Source: an optimization exercise on an open RTL-to-GDS flow (aim: small area). Production flows keep margins and buffers that such runs may drop.
Only simulation tests tie the RTL to the original design; equivalence was not proved.

Setup of rev 12:
// game_2048_top
module game_2048_top (
  input  logic clk,
  input  logic rst_n,
  input  logic pmod_data,
  input  logic pmod_clk,
  input  logic pmod_latch,
  output logic hsync,
  output logic vsync,
  output logic [1:0] red,
  output logic [1:0] green,
  output logic [1:0] blue
);
  logic [11:0] shift_reg;
  logic latch_rise;
  logic strobe;
  logic [1:0] dir;
  logic [63:0] board;
  logic [1:0] orient;
  logic [2:0] hc;
  logic [7:0] hx;
  logic [2:0] vc;
  logic [6:0] vy;
  pad_receiver pad_i (
    .clk        (clk),
    .rst_n      (rst_n),
    .pmod_data  (pmod_data),
    .pmod_clk   (pmod_clk),
    .pmod_latch (pmod_latch),
    .shift_reg  (shift_reg),
    .latch_rise (latch_rise)
  );
  move_detect move_i (
    .clk        (clk),
    .rst_n      (rst_n),
    .shift_reg  (shift_reg),
    .latch_rise (latch_rise),
    .strobe     (strobe),
    .dir        (dir)
  );
  board_engine board_i (
    .clk    (clk),
    .rst_n  (rst_n),
    .strobe (strobe),
    .dir    (dir),
    .board  (board),
    .orient (orient)
  );
  vga_timing timing_i (
    .clk   (clk),
    .rst_n (rst_n),
    .hc    (hc),
    .hx    (hx),
    .vc    (vc),
    .vy    (vy)
  );
  tile_renderer render_i (
    .clk   (clk),
    .rst_n (rst_n),
    .hc    (hc),
    .hx    (hx),
    .vc    (vc),
    .vy    (vy),
    .board (board),
    .orient(orient),
    .hsync (hsync),
    .vsync (vsync),
    .red   (red),
    .green (green),
    .blue  (blue)
  );
endmodule
Size: ~1400 cells after synthesis, roughly 130 flip-flops, about 13 I/O pins, roughly 11000 µm² of cells after synthesis.
clock: 32.0 ns
lec_check: 0
cap_margin: 20
core_margin: 2
core_utilization: 40
place_density: 0.45
slew_margin: 20
standard.sh (not shown) runs the stock make flow with config.mk's settings and CLKGATE_MAP_FILE= SYNTH_SCRIPT=/design/flow/synth_recipe.tcl, a recipe that flattens the netlist after the stock synthesis.
==> flow/flow/run.sh <==
#!/bin/bash
# The standard layout, with two changes:
#  - synthesis: ORFS's synth.tcl without the full/half adder extraction, and
#    abc's default area-oriented mapping script (registers are mapped exactly
#    as in the standard synthesis)
#  - CTS: the arguments in flow/cts_args.txt (smaller clock buffers, no dummy
#    loads)
set -euo pipefail
W=$(pwd)
python3 flow/patch_synth.py "$FLOW_HOME/scripts/synth.tcl" "$W/synth_patched.tcl" > patch.log 2>&1
sed "s#\$::env(SCRIPTS_DIR)/synth.tcl#$W/synth_patched.tcl#" synth_recipe.tcl > my_synth.tcl
grep -q synth_patched my_synth.tcl
sed "s#SYNTH_SCRIPT=[^ ]*#SYNTH_SCRIPT=$W/my_synth.tcl#" standard.sh > my_standard.sh
grep -q "SYNTH_SCRIPT=$W/my_synth.tcl" my_standard.sh
export CTS_ARGS="$(cat flow/cts_args.txt)"
echo "CTS_ARGS=$CTS_ARGS" > cts_args.log
bash my_standard.sh > flow.log 2>&1
==> flow/flow/cts_args.txt <==
-sink_clustering_enable -repair_clock_nets -dont_use_dummy_load -root_buf sky130_fd_sc_hd__clkbuf_16 -buf_list sky130_fd_sc_hd__clkbuf_8 -sink_clustering_size 20
==> flow/flow/patch_synth.py <==
# Writes a copy of ORFS's synth.tcl that leaves adders to abc (no extract_fa)
# and maps with abc's default area-oriented script instead of the speed script.
import sys
src, dst = sys.argv[1], sys.argv[2]
s = open(src).read()
a = """if {
  [env_var_exists_and_non_empty ADDER_MAP_FILE] &&"""
assert s.count(a) == 1, "adder block not found"
s = s.replace(a, """if { 0 &&
  [env_var_exists_and_non_empty ADDER_MAP_FILE] &&""")
b = "  log_cmd abc {*}$abc_args\n"
assert s.count(b) == 1, "abc call not found"
s = s.replace(b, "  log_cmd abc {*}$lib_args {*}$lib_dont_use_args\n")
open(dst, "w").write(s)
print("patched", src, "->", dst)
The final layout from rev 12, which completed every stage, passed the timing, design-rule and antenna checks at the end of the flow.
Edits applied to the flow inputs when going from rev 12 to rev 13:
Settings: setting GPL_TIMING_DRIVEN to 1 for the first time; changing SLEW_MARGIN from 20 to 10; changing CAP_MARGIN from 20 to 10.
diff --git a/flow/flow/run.sh b/flow/flow/run.sh
--- a/flow/flow/run.sh
+++ b/flow/flow/run.sh
@@ -4,2 +4,2 @@
-#    abc's default area-oriented mapping script (registers are mapped exactly
-#    as in the standard synthesis)
+#    abc mapping with flow/abc.script (area oriented) instead of ORFS's speed
+#    script; registers are mapped exactly as in the standard synthesis
@@ -7,0 +8,3 @@
+#  - port buffers: every input and output port still gets its own buffer, a
+#    buf_1 instead of the larger cell buffer_ports picks by default
+# Each tool's output: flow.log (make), orfs/logs/ (per step), patch.log.
@@ -10 +13 @@
-python3 flow/patch_synth.py "$FLOW_HOME/scripts/synth.tcl" "$W/synth_patched.tcl" > patch.log 2>&1
+python3 flow/patch_synth.py "$FLOW_HOME/scripts/synth.tcl" "$W/synth_patched.tcl" "$W/flow/abc.script" > patch.log 2>&1
@@ -16 +19,2 @@
-echo "CTS_ARGS=$CTS_ARGS" > cts_args.log
+export BUFFER_PORTS_ARGS="-buffer_cell sky130_fd_sc_hd__buf_1"
+echo "CTS_ARGS=$CTS_ARGS BUFFER_PORTS_ARGS=$BUFFER_PORTS_ARGS" > cts_args.log
==> flow/flow/abc.script (new file) <==
strash
&get -n
&fraig -x
&put
scorr
dc2
strash
&get -n
&deepsyn -T 120
&put
strash
dch -f
amap
==> flow/flow/cts_args.txt <==
-sink_clustering_enable -repair_clock_nets -dont_use_dummy_load -root_buf sky130_fd_sc_hd__clkbuf_16 -buf_list sky130_fd_sc_hd__clkbuf_8
diff --git a/flow/flow/patch_synth.py b/flow/flow/patch_synth.py
--- a/flow/flow/patch_synth.py
+++ b/flow/flow/patch_synth.py
@@ -2 +2,2 @@
-# and maps with abc's default area-oriented script instead of the speed script.
+# and maps with the abc script given (area oriented) instead of ORFS's
+# speed script. Registers are mapped exactly as in the standard synthesis.
@@ -4 +5 @@
-src, dst = sys.argv[1], sys.argv[2]
+src, dst, script = sys.argv[1], sys.argv[2], sys.argv[3]
@@ -13 +14 @@
-s = s.replace(b, "  log_cmd abc {*}$lib_args {*}$lib_dont_use_args\n")
+s = s.replace(b, "  log_cmd abc -script " + script + " {*}$lib_args {*}$lib_dont_use_args\n")
Final area down 12% in rev 13 wrt rev 12
Rev 12 has a higher mean routed wirelength per cell than rev 13.
Placeable core region shrinks by more than 10% when moving from rev 12 to rev 13.

-- what the ideal ports hide --
Ports are ideal in the flow. The routed layouts listed here were re-timed in OpenROAD. Step 1 sets driving cells, clkbuf_16 on the clock port and buf_2 on the other inputs (assumed; they add their load-dependent delay and slew). Step 2 adds t to the input delays and takes it off the output delays; t is the mean of the earliest and latest rising clock arrival at the registers after step 1. Input paths then give back, and output paths get back, about the clock's delay inside the block. a / b / c = ideal ports / drivers / drivers and shift; a / b = the first two.
run	shift t [ns]	slack for setup (ns)	hold WS [ns]	worst setup path at the end	cell pins on the clock port's net
rev 12	0.425	13.725 / 13.725 / 13.725	0.357 / 0.357 / 0.357	register to register	1
rev 13	0.416	13.962 / 13.962 / 13.962	0.351 / 0.351 / 0.351	register to register	1
After both steps every run listed still meets setup and hold.
